Background: an optimization exercise with open tools, aiming at small area, a short achievable clock period and few clock cycles per item. Do not read the settings as production practice.
The RTL was checked by simulation tests, not by an equivalence proof against the original design.
Power and IR drop assume default switching activity.

==> v23 <==
==> flow/design.v (excerpt) <==
module cuckoo_hash_engine
#(
    parameter int NUM_WAYS    = 3,
    parameter int TABLE_SIZE  = 50,
    parameter int KEY_WIDTH   = 27,
    parameter int VALUE_WIDTH = 32,
    parameter int MAX_KICKS   = 16
) (
    input  logic                                        clk,
    input  logic                                        rst,
    input  logic                                        req_valid,
    output logic                                        req_ready,
    input  logic [1:0]                                  req_op,
    input  logic [KEY_WIDTH-1:0]                        req_key,
    input  logic [VALUE_WIDTH-1:0]                      req_value,
    output logic                                        rsp_valid,
    output logic [1:0]                                  rsp_status,
    output logic [VALUE_WIDTH-1:0]                      rsp_value,
    output logic [KEY_WIDTH-1:0]                        rsp_key,
    output logic [$clog2(NUM_WAYS*TABLE_SIZE+1)-1:0]    occupancy,
    output logic                                        collision
);
==> flow/config.mk <==
export PLATFORM = sky130hd
export DESIGN_NAME = cuckoo_hash_engine
export DESIGN_NICKNAME = cuckoo_hash_engine
export VERILOG_FILES = /design/flow/design.v
export SDC_FILE = /design/flow/constraint.sdc
export NUM_CORES = 8
export LEC_CHECK = 0
export CAP_MARGIN = 20
export CORE_MARGIN = 2
export CORE_UTILIZATION = 35
export PLACE_DENSITY = 0.5
export SLEW_MARGIN = 20
==> flow/constraint.sdc <==
create_clock -name core_clock -period 30.0 [get_ports {clk}]
set_input_delay 6.0000 -clock core_clock [delete_from_list [all_inputs] [get_ports {clk}]]
set_output_delay 6.0000 -clock core_clock [all_outputs]
set_load 0.01 [all_outputs]
standard.sh (not shown) runs the stock make flow with config.mk's settings and CLKGATE_MAP_FILE= SYNTH_SCRIPT=/design/flow/synth_recipe.tcl, a recipe that flattens the netlist after the stock synthesis.
==> flow/flow/run.sh <==
#!/bin/bash
# Layout flow: the standard ORFS flow (standard.sh, unchanged synthesis and steps),
# with the timing repair asked to leave a setup margin, so that repair works on the
# paths that set the achieved period instead of stopping at the 30 ns clock.
set -uo pipefail
export SETUP_SLACK_MARGIN=22.5
bash standard.sh > flow_standard.log 2>&1
==> inputs of v13, as changes to v23 <==
==> flow/run.sh (new file) <==
#!/bin/bash
# synth_recipe.tcl (not shown) runs the flow's synth.tcl, then flattens the netlist and writes it again
# the make line also repeats each setting of config.mk as NAME=value (left out here)
make -C /OpenROAD-flow-scripts/flow DESIGN_CONFIG=/design/flow/config.mk WORK_HOME=/design/flow/orfs CLKGATE_MAP_FILE= SYNTH_SCRIPT=/design/flow/synth_recipe.tcl finish
removed: flow/flow/run.sh
removed: flow/standard.sh
==> results by group <==
Run status
  • Status: finished clean

Layout
  • Area of the multi-input gates: 0.06881 mm^2

Pwr
  • Pint: 21.99 mW
  • Clock power share: 0.329

Route
  • WL met2: 675.2 mm
the above is filed under v13

==> results by group <==
Pwr
  • Pint: 22.27 mW
  • Clock power share: 0.324

Layout
  • Area of the multi-input gates: 0.07016 mm^2

Run status
  • Status: finished clean
the above is filed under v23

Testbench counts of v23, summed over its fixed seeds: cycles 26,612, ops 24,000.
Testbench counts of v13, summed over its fixed seeds: cycles 26,612, ops 24,000.


==> inputs of try-harbor <==
cuckoo_hash_engine, a different RTL version from the one above (not shown whole).
==> flow/config.mk <==
export PLATFORM = sky130hd
export DESIGN_NAME = cuckoo_hash_engine
export DESIGN_NICKNAME = cuckoo_hash_engine
export VERILOG_FILES = /design/flow/design.v
export SDC_FILE = /design/flow/constraint.sdc
export NUM_CORES = 8
export LEC_CHECK = 0
export CAP_MARGIN = 20
export CORE_MARGIN = 2
export CORE_UTILIZATION = 45
export PLACE_DENSITY = 0.58
export SLEW_MARGIN = 20
==> flow/constraint.sdc <==
create_clock -name core_clock -period 30.0 [get_ports {clk}]
set_input_delay 6.0000 -clock core_clock [delete_from_list [all_inputs] [get_ports {clk}]]
set_output_delay 6.0000 -clock core_clock [all_outputs]
set_load 0.01 [all_outputs]
==> flow/flow/run.sh <==
#!/bin/bash
# Layout flow: the standard ORFS flow (standard.sh: unchanged synthesis, floorplan,
# placement, routing), with two settings passed through the environment:
#  - the timing repair is asked to leave a setup margin, so that it works on the paths
#    that set the achieved period instead of stopping once the 30 ns clock is met;
#  - clock tree synthesis builds larger sink clusters and inserts no dummy loads, which
#    takes fewer clock buffers for the same balanced (zero-target-skew) tree.
# The make output goes to flow_standard.log here; each ORFS step keeps its own log
# under orfs/logs/.
set -uo pipefail
export SETUP_SLACK_MARGIN=22.4
export CTS_ARGS="-sink_clustering_enable -repair_clock_nets -dont_use_dummy_load -sink_clustering_size 24 -sink_clustering_max_diameter 100 -sink_buffer_max_cap_derate 0.05"
bash standard.sh > flow_standard.log 2>&1
==> try-amber: changes against try-harbor <==
--- a/flow/design.v
+++ b/flow/design.v
@@ -615,22 +615,20 @@
     logic [TS-1:0]     cur_sel_q [3];
     logic              kick_q;
     logic [1:0]        kph_q;
     logic              kw2_q;     
     logic [KICK_W-1:0] kcnt_q;    
     logic [HW-1:0]     ch_q;      
     logic [RW-1:0]     cr_q;      
     logic [VW-1:0]     cv_q;      
-    logic [KW-1:0]     kkey_q;    
-    logic [VW-1:0]     kval_q;    
     logic              fk_q;      
     logic              rsp_v_q;
     logic [1:0]        rsp_st_q;
-    logic [KW-1:0]     rsp_key_q;
+    logic [KW-1:0]     rsp_key_q;    
     logic [VW-1:0]     rsp_val_q;
     logic [OCC_W-1:0]  occ_q;             
     logic              occ_inc_q, occ_dec_q;    
     logic              coll_q;
     logic              o_v_q;
     logic [1:0]        o_st_q;
     logic [KW-1:0]     o_key_q;
     logic [VW-1:0]     o_val_q;
@@ -723,17 +721,18 @@
         occ_dec   = 1'b0;
         coll_d    = coll_q;
         tag_we    = '0;
         val_we    = '0;
         v_set     = '0;
         v_clr     = '0;
         for (int w = 0; w < 3; w++) cur_idx_d[w] = t_free ? a_idx[w] : t_idx_q[w];
         if (kick_q) begin
-            rsp_key_d = kkey_q;
+            rsp_key_d = rsp_key_q;
+            rsp_val_d = rsp_val_q;
             case (kph_q)
                 K_HASH: begin
                     kph_d = K_PROBE;
                     if (kw2_q) begin
                         cur_idx_d[2] = kh_idx;
                         if (fk_q) begin
                             cur_idx_d[0] = cr_q;
                             cur_idx_d[1] = cr_f45;
@@ -753,19 +752,20 @@
                 end
                 default: begin
                     if (kw2_q) begin
                         tag_we = {1'b1, fk_q, fk_q};
                         val_we = {1'b1, fk_q, fk_q};
                         v_set  = 3'b100;
                         fk_d   = 1'b0;
                         if (!rd_v[2]) begin
-                            occ_inc = 1'b1;
-                            kick_d  = 1'b0;
-                            rsp_v_d = 1'b1;
+                            occ_inc   = 1'b1;
+                            kick_d    = 1'b0;
+                            rsp_v_d   = 1'b1;
+                            rsp_val_d = '0;
                         end else begin
                             ch_d   = rd_h[2];
                             cv_d   = rd_d[2];
                             cr_d   = cur_idx_q[2];
                             kw2_d  = 1'b0;
                             kcnt_d = kcnt_q + 1'b1;
                             kph_d  = K_HASH;
                         end
@@ -774,19 +774,20 @@
                         val_we[0] = 1'b1;
                         v_set[0]  = 1'b1;
                         if (rd_v[0] && !(rd_v[1] && kcnt_q == KICK_W'(MAX_KICKS - 1))) begin
                             tag_we[1] = 1'b1;
                             val_we[1] = 1'b1;
                             v_set[1]  = 1'b1;
                         end
                         if (!rd_v[0] || !rd_v[1]) begin
-                            occ_inc = 1'b1;
-                            kick_d  = 1'b0;
-                            rsp_v_d = 1'b1;
+                            occ_inc   = 1'b1;
+                            kick_d    = 1'b0;
+                            rsp_v_d   = 1'b1;
+                            rsp_val_d = '0;
                         end else if (kcnt_q == KICK_W'(MAX_KICKS - 1)) begin
                             ch_d  = rd_h[0];
                             cv_d  = rd_d[0];
                             cr_d  = cur_idx_q[0];
                             kph_d = K_FULL;
                         end else begin
                             ch_d   = rd_h[1];
                             cv_d   = rd_d[1];
@@ -819,31 +820,32 @@
                         else rsp_st_d = ST_NOT_FOUND;
                     end
                     OP_INSERT: begin
                         tag_we = ~vld_m;
                         val_we = ~vld_m | hit_v;
                         if (!hit) v_set = free_v;
                         if (!hit && free) occ_inc = 1'b1;
                         if (!hit && !free) begin
-                            kick_d  = 1'b1;
-                            rsp_v_d = 1'b0;
+                            kick_d    = 1'b1;
+                            rsp_v_d   = 1'b0;
+                            rsp_val_d = t_val_q;
                         end
                     end
                     default: rsp_st_d = ST_BAD_OP;
                 endcase
             end
         end
         a_v_d = a_free ? req_valid : a_v_q;
         t_v_d = t_free ? a_v_q : t_v_q;
         rdy_d = !(a_v_d && t_v_d && kick_d);
     end
     always_comb begin
-        wr_h[0]   = kick_q ? (fk_q ? kkey_q[KW-1:5] : ch_q) : t_key_q[KW-1:5];
-        wr_val[0] = kick_q ? (fk_q ? kval_q : cv_q) : t_val_q;
+        wr_h[0]   = kick_q ? (fk_q ? rsp_key_q[KW-1:5] : ch_q) : t_key_q[KW-1:5];
+        wr_val[0] = kick_q ? (fk_q ? rsp_val_q : cv_q) : t_val_q;
         wr_h[1]   = kick_q ? rd_h[0] : t_key_q[KW-1:5];
         wr_val[1] = kick_q ? rd_d[0] : t_val_q;
         wr_h[2]   = kick_q ? ch_q : t_key_q[KW-1:5];
         wr_val[2] = kick_q ? cv_q : t_val_q;
     end
     always_ff @(posedge clk) begin
         if (!rst) begin
             rdy_q   <= 1'b1;
@@ -880,20 +882,16 @@
             t_key_q <= a_key_q;
             t_val_q <= a_val_q;
             for (int w = 0; w < 3; w++) t_idx_q[w] <= a_idx[w];
         end
         for (int w = 0; w < 3; w++) begin
             cur_idx_q[w] <= cur_idx_d[w];
             cur_sel_q[w] <= cuckoo_pkg::r50_onehot(cur_idx_d[w]);
         end
-        if (!kick_q) begin
-            kkey_q   <= t_key_q;
-            kval_q   <= t_val_q;
-        end
         fk_q      <= fk_d;
         o_st_q    <= rsp_st_q;
         o_key_q   <= rsp_key_q;
         o_val_q   <= rsp_val_q;
         o_occ_q   <= occ_now;
         o_coll_q  <= coll_q;
         kph_q     <= kph_d;
         kw2_q     <= kw2_d;
CORE_UTILIZATION = 55   (was 45)
PLACE_DENSITY = 0.66   (was 0.58)
==> try-raven: changes against try-harbor <==
--- a/flow/design.v
+++ b/flow/design.v
@@ -605,32 +605,30 @@
     logic              a_v_q;
     logic [1:0]        a_op_q;
     logic [KW-1:0]     a_key_q;
     logic [VW-1:0]     a_val_q;
     logic              t_v_q;
     logic [1:0]        t_op_q;
     logic [KW-1:0]     t_key_q;
     logic [VW-1:0]     t_val_q;
-    logic [RW-1:0]     t_idx_q [3];
+    logic [RW-1:0]     t_idx0_q, t_idx2_q;    
     logic [RW-1:0]     cur_idx_q [3];
     logic [TS-1:0]     cur_sel_q [3];
     logic              kick_q;
     logic [1:0]        kph_q;
     logic              kw2_q;     
     logic [KICK_W-1:0] kcnt_q;    
     logic [HW-1:0]     ch_q;      
     logic [RW-1:0]     cr_q;      
     logic [VW-1:0]     cv_q;      
-    logic [KW-1:0]     kkey_q;    
-    logic [VW-1:0]     kval_q;    
     logic              fk_q;      
     logic              rsp_v_q;
     logic [1:0]        rsp_st_q;
-    logic [KW-1:0]     rsp_key_q;
+    logic [KW-1:0]     rsp_key_q;    
     logic [VW-1:0]     rsp_val_q;
     logic [OCC_W-1:0]  occ_q;             
     logic              occ_inc_q, occ_dec_q;    
     logic              coll_q;
     logic              o_v_q;
     logic [1:0]        o_st_q;
     logic [KW-1:0]     o_key_q;
     logic [VW-1:0]     o_val_q;
@@ -661,17 +659,18 @@
     localparam int TABW = cuckoo_pkg::MOVE_TABW;
     logic [TABW-1:0] ktab_q;
     always_ff @(posedge clk)
         ktab_q <= (kick_q && kw2_q) ? cuckoo_pkg::move_tab(1'b0, rd_h[2])
                 : (kick_q && kcnt_q == KICK_W'(MAX_KICKS - 1)) ? cuckoo_pkg::move_tab(1'b1, rd_h[0])
                                     : cuckoo_pkg::move_tab(1'b1, rd_h[1]);
     assign kh_idx  = cuckoo_pkg::move_idx_t(ktab_q, cr_q);
     assign kh_idx1 = cuckoo_pkg::f45(kh_idx);
-    logic [RW-1:0] cr_f45;
+    logic [RW-1:0] cr_f45, t_idx1;
+    assign t_idx1  = cuckoo_pkg::f45(t_idx0_q);
     assign cr_f45  = cuckoo_pkg::f45(cr_q);
     logic [RW-1:0] full_u;
     logic [5:0]    full_b;
     assign full_u  = cuckoo_pkg::move_u_t(ktab_q, cr_q);
     assign full_b  = cuckoo_pkg::r50_bin(full_u);
     assign full_lo = full_b[4:0];
     logic          hit, free;
     logic [2:0]    hit_v, free_v, vld_m;
@@ -721,19 +720,22 @@
         rsp_val_d = '0;
         occ_inc   = 1'b0;
         occ_dec   = 1'b0;
         coll_d    = coll_q;
         tag_we    = '0;
         val_we    = '0;
         v_set     = '0;
         v_clr     = '0;
-        for (int w = 0; w < 3; w++) cur_idx_d[w] = t_free ? a_idx[w] : t_idx_q[w];
+        cur_idx_d[0] = t_free ? a_idx[0] : t_idx0_q;
+        cur_idx_d[1] = t_free ? a_idx[1] : t_idx1;
+        cur_idx_d[2] = t_free ? a_idx[2] : t_idx2_q;
         if (kick_q) begin
-            rsp_key_d = kkey_q;
+            rsp_key_d = rsp_key_q;
+            rsp_val_d = rsp_val_q;
             case (kph_q)
                 K_HASH: begin
                     kph_d = K_PROBE;
                     if (kw2_q) begin
                         cur_idx_d[2] = kh_idx;
                         if (fk_q) begin
                             cur_idx_d[0] = cr_q;
                             cur_idx_d[1] = cr_f45;
@@ -753,19 +755,20 @@
                 end
                 default: begin
                     if (kw2_q) begin
                         tag_we = {1'b1, fk_q, fk_q};
                         val_we = {1'b1, fk_q, fk_q};
                         v_set  = 3'b100;
                         fk_d   = 1'b0;
                         if (!rd_v[2]) begin
-                            occ_inc = 1'b1;
-                            kick_d  = 1'b0;
-                            rsp_v_d = 1'b1;
+                            occ_inc   = 1'b1;
+                            kick_d    = 1'b0;
+                            rsp_v_d   = 1'b1;
+                            rsp_val_d = '0;
                         end else begin
                             ch_d   = rd_h[2];
                             cv_d   = rd_d[2];
                             cr_d   = cur_idx_q[2];
                             kw2_d  = 1'b0;
                             kcnt_d = kcnt_q + 1'b1;
                             kph_d  = K_HASH;
                         end
@@ -774,19 +777,20 @@
                         val_we[0] = 1'b1;
                         v_set[0]  = 1'b1;
                         if (rd_v[0] && !(rd_v[1] && kcnt_q == KICK_W'(MAX_KICKS - 1))) begin
                             tag_we[1] = 1'b1;
                             val_we[1] = 1'b1;
                             v_set[1]  = 1'b1;
                         end
                         if (!rd_v[0] || !rd_v[1]) begin
-                            occ_inc = 1'b1;
-                            kick_d  = 1'b0;
-                            rsp_v_d = 1'b1;
+                            occ_inc   = 1'b1;
+                            kick_d    = 1'b0;
+                            rsp_v_d   = 1'b1;
+                            rsp_val_d = '0;
                         end else if (kcnt_q == KICK_W'(MAX_KICKS - 1)) begin
                             ch_d  = rd_h[0];
                             cv_d  = rd_d[0];
                             cr_d  = cur_idx_q[0];
                             kph_d = K_FULL;
                         end else begin
                             ch_d   = rd_h[1];
                             cv_d   = rd_d[1];
@@ -819,31 +823,32 @@
                         else rsp_st_d = ST_NOT_FOUND;
                     end
                     OP_INSERT: begin
                         tag_we = ~vld_m;
                         val_we = ~vld_m | hit_v;
                         if (!hit) v_set = free_v;
                         if (!hit && free) occ_inc = 1'b1;
                         if (!hit && !free) begin
-                            kick_d  = 1'b1;
-                            rsp_v_d = 1'b0;
+                            kick_d    = 1'b1;
+                            rsp_v_d   = 1'b0;
+                            rsp_val_d = t_val_q;
                         end
                     end
                     default: rsp_st_d = ST_BAD_OP;
                 endcase
             end
         end
         a_v_d = a_free ? req_valid : a_v_q;
         t_v_d = t_free ? a_v_q : t_v_q;
         rdy_d = !(a_v_d && t_v_d && kick_d);
     end
     always_comb begin
-        wr_h[0]   = kick_q ? (fk_q ? kkey_q[KW-1:5] : ch_q) : t_key_q[KW-1:5];
-        wr_val[0] = kick_q ? (fk_q ? kval_q : cv_q) : t_val_q;
+        wr_h[0]   = kick_q ? (fk_q ? rsp_key_q[KW-1:5] : ch_q) : t_key_q[KW-1:5];
+        wr_val[0] = kick_q ? (fk_q ? rsp_val_q : cv_q) : t_val_q;
         wr_h[1]   = kick_q ? rd_h[0] : t_key_q[KW-1:5];
         wr_val[1] = kick_q ? rd_d[0] : t_val_q;
         wr_h[2]   = kick_q ? ch_q : t_key_q[KW-1:5];
         wr_val[2] = kick_q ? cv_q : t_val_q;
     end
     always_ff @(posedge clk) begin
         if (!rst) begin
             rdy_q   <= 1'b1;
@@ -874,26 +879,23 @@
             a_op_q  <= req_op;
             a_key_q <= req_key;
             a_val_q <= req_value;
         end
         if (t_free) begin
             t_op_q  <= a_op_q;
             t_key_q <= a_key_q;
             t_val_q <= a_val_q;
-            for (int w = 0; w < 3; w++) t_idx_q[w] <= a_idx[w];
+            t_idx0_q <= a_idx[0];
+            t_idx2_q <= a_idx[2];
         end
         for (int w = 0; w < 3; w++) begin
             cur_idx_q[w] <= cur_idx_d[w];
             cur_sel_q[w] <= cuckoo_pkg::r50_onehot(cur_idx_d[w]);
         end
-        if (!kick_q) begin
-            kkey_q   <= t_key_q;
-            kval_q   <= t_val_q;
-        end
         fk_q      <= fk_d;
         o_st_q    <= rsp_st_q;
         o_key_q   <= rsp_key_q;
         o_val_q   <= rsp_val_q;
         o_occ_q   <= occ_now;
         o_coll_q  <= coll_q;
         kph_q     <= kph_d;
         kw2_q     <= kw2_d;
==> flow/flow/run.sh (replaced) <==
#!/bin/bash
# Layout flow: the standard ORFS flow (standard.sh: unchanged synthesis, floorplan,
# placement, routing), with two settings passed through the environment:
#  - the timing repair is asked to leave a setup margin, so that it works on the paths
#    that set the achieved period instead of stopping once the 30 ns clock is met;
#  - clock tree synthesis builds larger sink clusters and inserts no dummy loads, which
#    takes fewer clock buffers for the same balanced (zero-target-skew) tree.
# The make output goes to flow_standard.log here; each ORFS step keeps its own log
# under orfs/logs/.
set -uo pipefail
export SETUP_SLACK_MARGIN=22.4
export CTS_ARGS="-sink_clustering_enable -repair_clock_nets -dont_use_dummy_load -sink_clustering_size 28 -sink_clustering_max_diameter 100 -sink_buffer_max_cap_derate 0.05"
bash standard.sh > flow_standard.log 2>&1
==> try-tundra: changes against try-harbor <==
--- a/flow/design.v
+++ b/flow/design.v
@@ -605,32 +605,30 @@
     logic              a_v_q;
     logic [1:0]        a_op_q;
     logic [KW-1:0]     a_key_q;
     logic [VW-1:0]     a_val_q;
     logic              t_v_q;
     logic [1:0]        t_op_q;
     logic [KW-1:0]     t_key_q;
     logic [VW-1:0]     t_val_q;
-    logic [RW-1:0]     t_idx_q [3];
+    logic [RW-1:0]     t_idx0_q, t_idx2_q;    
     logic [RW-1:0]     cur_idx_q [3];
     logic [TS-1:0]     cur_sel_q [3];
     logic              kick_q;
     logic [1:0]        kph_q;
     logic              kw2_q;     
     logic [KICK_W-1:0] kcnt_q;    
     logic [HW-1:0]     ch_q;      
     logic [RW-1:0]     cr_q;      
     logic [VW-1:0]     cv_q;      
-    logic [KW-1:0]     kkey_q;    
-    logic [VW-1:0]     kval_q;    
     logic              fk_q;      
     logic              rsp_v_q;
     logic [1:0]        rsp_st_q;
-    logic [KW-1:0]     rsp_key_q;
+    logic [KW-1:0]     rsp_key_q;    
     logic [VW-1:0]     rsp_val_q;
     logic [OCC_W-1:0]  occ_q;             
     logic              occ_inc_q, occ_dec_q;    
     logic              coll_q;
     logic              o_v_q;
     logic [1:0]        o_st_q;
     logic [KW-1:0]     o_key_q;
     logic [VW-1:0]     o_val_q;
@@ -661,17 +659,18 @@
     localparam int TABW = cuckoo_pkg::MOVE_TABW;
     logic [TABW-1:0] ktab_q;
     always_ff @(posedge clk)
         ktab_q <= (kick_q && kw2_q) ? cuckoo_pkg::move_tab(1'b0, rd_h[2])
                 : (kick_q && kcnt_q == KICK_W'(MAX_KICKS - 1)) ? cuckoo_pkg::move_tab(1'b1, rd_h[0])
                                     : cuckoo_pkg::move_tab(1'b1, rd_h[1]);
     assign kh_idx  = cuckoo_pkg::move_idx_t(ktab_q, cr_q);
     assign kh_idx1 = cuckoo_pkg::f45(kh_idx);
-    logic [RW-1:0] cr_f45;
+    logic [RW-1:0] cr_f45, t_idx1;
+    assign t_idx1  = cuckoo_pkg::f45(t_idx0_q);
     assign cr_f45  = cuckoo_pkg::f45(cr_q);
     logic [RW-1:0] full_u;
     logic [5:0]    full_b;
     assign full_u  = cuckoo_pkg::move_u_t(ktab_q, cr_q);
     assign full_b  = cuckoo_pkg::r50_bin(full_u);
     assign full_lo = full_b[4:0];
     logic          hit, free;
     logic [2:0]    hit_v, free_v, vld_m;
@@ -721,19 +720,22 @@
         rsp_val_d = '0;
         occ_inc   = 1'b0;
         occ_dec   = 1'b0;
         coll_d    = coll_q;
         tag_we    = '0;
         val_we    = '0;
         v_set     = '0;
         v_clr     = '0;
-        for (int w = 0; w < 3; w++) cur_idx_d[w] = t_free ? a_idx[w] : t_idx_q[w];
+        cur_idx_d[0] = t_free ? a_idx[0] : t_idx0_q;
+        cur_idx_d[1] = t_free ? a_idx[1] : t_idx1;
+        cur_idx_d[2] = t_free ? a_idx[2] : t_idx2_q;
         if (kick_q) begin
-            rsp_key_d = kkey_q;
+            rsp_key_d = rsp_key_q;
+            rsp_val_d = rsp_val_q;
             case (kph_q)
                 K_HASH: begin
                     kph_d = K_PROBE;
                     if (kw2_q) begin
                         cur_idx_d[2] = kh_idx;
                         if (fk_q) begin
                             cur_idx_d[0] = cr_q;
                             cur_idx_d[1] = cr_f45;
@@ -753,19 +755,20 @@
                 end
                 default: begin
                     if (kw2_q) begin
                         tag_we = {1'b1, fk_q, fk_q};
                         val_we = {1'b1, fk_q, fk_q};
                         v_set  = 3'b100;
                         fk_d   = 1'b0;
                         if (!rd_v[2]) begin
-                            occ_inc = 1'b1;
-                            kick_d  = 1'b0;
-                            rsp_v_d = 1'b1;
+                            occ_inc   = 1'b1;
+                            kick_d    = 1'b0;
+                            rsp_v_d   = 1'b1;
+                            rsp_val_d = '0;
                         end else begin
                             ch_d   = rd_h[2];
                             cv_d   = rd_d[2];
                             cr_d   = cur_idx_q[2];
                             kw2_d  = 1'b0;
                             kcnt_d = kcnt_q + 1'b1;
                             kph_d  = K_HASH;
                         end
@@ -774,19 +777,20 @@
                         val_we[0] = 1'b1;
                         v_set[0]  = 1'b1;
                         if (rd_v[0] && !(rd_v[1] && kcnt_q == KICK_W'(MAX_KICKS - 1))) begin
                             tag_we[1] = 1'b1;
                             val_we[1] = 1'b1;
                             v_set[1]  = 1'b1;
                         end
                         if (!rd_v[0] || !rd_v[1]) begin
-                            occ_inc = 1'b1;
-                            kick_d  = 1'b0;
-                            rsp_v_d = 1'b1;
+                            occ_inc   = 1'b1;
+                            kick_d    = 1'b0;
+                            rsp_v_d   = 1'b1;
+                            rsp_val_d = '0;
                         end else if (kcnt_q == KICK_W'(MAX_KICKS - 1)) begin
                             ch_d  = rd_h[0];
                             cv_d  = rd_d[0];
                             cr_d  = cur_idx_q[0];
                             kph_d = K_FULL;
                         end else begin
                             ch_d   = rd_h[1];
                             cv_d   = rd_d[1];
@@ -819,31 +823,32 @@
                         else rsp_st_d = ST_NOT_FOUND;
                     end
                     OP_INSERT: begin
                         tag_we = ~vld_m;
                         val_we = ~vld_m | hit_v;
                         if (!hit) v_set = free_v;
                         if (!hit && free) occ_inc = 1'b1;
                         if (!hit && !free) begin
-                            kick_d  = 1'b1;
-                            rsp_v_d = 1'b0;
+                            kick_d    = 1'b1;
+                            rsp_v_d   = 1'b0;
+                            rsp_val_d = t_val_q;
                         end
                     end
                     default: rsp_st_d = ST_BAD_OP;
                 endcase
             end
         end
         a_v_d = a_free ? req_valid : a_v_q;
         t_v_d = t_free ? a_v_q : t_v_q;
         rdy_d = !(a_v_d && t_v_d && kick_d);
     end
     always_comb begin
-        wr_h[0]   = kick_q ? (fk_q ? kkey_q[KW-1:5] : ch_q) : t_key_q[KW-1:5];
-        wr_val[0] = kick_q ? (fk_q ? kval_q : cv_q) : t_val_q;
+        wr_h[0]   = kick_q ? (fk_q ? rsp_key_q[KW-1:5] : ch_q) : t_key_q[KW-1:5];
+        wr_val[0] = kick_q ? (fk_q ? rsp_val_q : cv_q) : t_val_q;
         wr_h[1]   = kick_q ? rd_h[0] : t_key_q[KW-1:5];
         wr_val[1] = kick_q ? rd_d[0] : t_val_q;
         wr_h[2]   = kick_q ? ch_q : t_key_q[KW-1:5];
         wr_val[2] = kick_q ? cv_q : t_val_q;
     end
     always_ff @(posedge clk) begin
         if (!rst) begin
             rdy_q   <= 1'b1;
@@ -874,26 +879,23 @@
             a_op_q  <= req_op;
             a_key_q <= req_key;
             a_val_q <= req_value;
         end
         if (t_free) begin
             t_op_q  <= a_op_q;
             t_key_q <= a_key_q;
             t_val_q <= a_val_q;
-            for (int w = 0; w < 3; w++) t_idx_q[w] <= a_idx[w];
+            t_idx0_q <= a_idx[0];
+            t_idx2_q <= a_idx[2];
         end
         for (int w = 0; w < 3; w++) begin
             cur_idx_q[w] <= cur_idx_d[w];
             cur_sel_q[w] <= cuckoo_pkg::r50_onehot(cur_idx_d[w]);
         end
-        if (!kick_q) begin
-            kkey_q   <= t_key_q;
-            kval_q   <= t_val_q;
-        end
         fk_q      <= fk_d;
         o_st_q    <= rsp_st_q;
         o_key_q   <= rsp_key_q;
         o_val_q   <= rsp_val_q;
         o_occ_q   <= occ_now;
         o_coll_q  <= coll_q;
         kph_q     <= kph_d;
         kw2_q     <= kw2_d;
==> flow/flow/run.sh (replaced) <==
#!/bin/bash
# Layout flow: the standard ORFS flow (standard.sh: unchanged synthesis, floorplan,
# placement, routing), with two settings passed through the environment:
#  - the timing repair is asked to leave a setup margin, so that it works on the paths
#    that set the achieved period instead of stopping once the 30 ns clock is met;
#  - clock tree synthesis builds larger sink clusters and inserts no dummy loads, which
#    takes fewer clock buffers for the same balanced (zero-target-skew) tree.
# The make output goes to flow_standard.log here; each ORFS step keeps its own log
# under orfs/logs/.
set -uo pipefail
export SETUP_SLACK_MARGIN=22.55
export CTS_ARGS="-sink_clustering_enable -repair_clock_nets -dont_use_dummy_load -sink_clustering_size 28 -sink_clustering_max_diameter 100 -sink_buffer_max_cap_derate 0.05"
bash standard.sh > flow_standard.log 2>&1
==> impl_metrics.tcl <==
set metrics [dict create \
    status "no timing/DRC/antenna violations" \
    syn_inst 20500 \
    pg_seq_mw 14.4 \
    wirelength_met1_um 495000 \
    p_per_area_nw_per_um2 84.7 \
    leakage_nw 112 \
    crit_family "simple AND/OR/NAND/NOR gates" \
    synth_cell_types 102 \
    p_sw_share_pct 39.0 \
    routedWlPerCell_um 47.3 \
    cp.required_ns 30.82 \
    die_h_um 868 \
    firstDrtPassIters 14 \
]
(the above is from try-tundra)
==> impl_metrics.tcl <==
set metrics [dict create \
    p_sw_share_pct 39.0 \
    leakage_nw 112 \
    synth_cell_types 102 \
    pg_seq_mw 14.4 \
    routedWlPerCell_um 47.3 \
    wirelength_met1_um 496000 \
    die_h_um 868 \
    firstDrtPassIters 13 \
    status "no timing/DRC/antenna violations" \
    r2r_cells 14 \
]
(the above is from try-raven)
==> impl_metrics.tcl <==
set metrics [dict create \
    cp.required_ns 30.79 \
    syn_inst 20600 \
    pg_seq_mw 14.3 \
    status "no timing/DRC/antenna violations" \
    die_h_um 786 \
    synth_cell_types 108 \
    multi_input_cells 10100 \
    p_sw_share_pct 39.4 \
    routedWlPerCell_um 48.2 \
    crit_family "simple AND/OR/NAND/NOR gates" \
    leakage_nw 112 \
    synth_common_cells "edfxtp_1 (8,346), a22oi_1 (3,043), clkbuf_1 (1,185)" \
    wirelength_met1_um 445000 \
    p_per_area_nw_per_um2 88.1 \
    grt_pass1_vias 206000 \
]
(the above is from try-amber)
==> impl_metrics.tcl <==
set metrics [dict create \
    leakage_nw 113 \
    fin_crit_sh_pct 25.4 \
    synth_cell_types 102 \
    drv_slew 0 \
    die_h_um 871 \
    cp.required_ns 24.00 \
    p_sw_share_pct 37.7 \
    routedWlPerCell_um 46.7 \
    pg_seq_mw 14.5 \
    p_per_area_nw_per_um2 83.2 \
    end_kind "output pin" \
    synth_top_family_by_area "compound AO/OA/AOI/OAI gates" \
    status "no timing/DRC/antenna violations" \
    crit_family "flip-flops" \
    criticalPathCategory "register to output pin" \
    layout.nonclk_buf_share_pct 2.48 \
    tightest_slew_ns 1.30 \
]
(the above is from try-harbor)
Testbench counts of try-harbor, summed over its fixed seeds: cycles 25,992, ops 24,000.
Testbench counts of try-amber, summed over its fixed seeds: cycles 25,992, ops 24,000.
Testbench counts of try-raven, summed over its fixed seeds: cycles 25,992, ops 24,000.
Testbench counts of try-tundra, summed over its fixed seeds: cycles 25,992, ops 24,000.

==> static timing again, ports no longer ideal <==
No port has a modelled driver above. Below, the same layouts with a new extraction and two added sets of constraints.
Step 1 (the two cells are an assumption about what drives the block):
set clk [get_ports {clk}]
set_driving_cell -lib_cell sky130_fd_sc_hd__clkbuf_16 $clk
set_driving_cell -lib_cell sky130_fd_sc_hd__buf_2 [delete_from_list [all_inputs] $clk]
Step 2, shift: input delay + t, output delay - t, t = (earliest + latest rising clock arrival at the registers) / 2. This alone moves slack from input paths to output paths.
Slacks: ideal / step 1 / step 2; pairs: ideal / step 1.
| run | shift t [ns] | setup WS [ns] | worst setup path at the end | slew at the worst register clock pin (ns) |
|---|---|---|---|---|
| v23 | 1.294 | 22.085 / 21.970 / 21.431 | input to register | 0.07 / 0.07 |
| v13 | 1.345 | 21.131 / 21.131 / 21.131 | register to register | 0.07 / 0.07 |
| try-harbor | 1.260 | 22.377 / 22.224 / 21.603 | input to register | 0.11 / 0.11 |
| try-amber | 1.244 | 22.338 / 22.237 / 21.816 | input to register | 0.11 / 0.11 |
| try-raven | 1.206 | 22.219 / 22.219 / 21.384 | input to register | 0.12 / 0.12 |
| try-tundra | 1.227 | 22.335 / 22.227 / 21.383 | input to register | 0.12 / 0.12 |
After both steps every run listed still meets setup and hold. For try-tundra, which loses most, drivers alone change the setup slack by -0.108 ns; drivers and shift together by -0.952 ns.
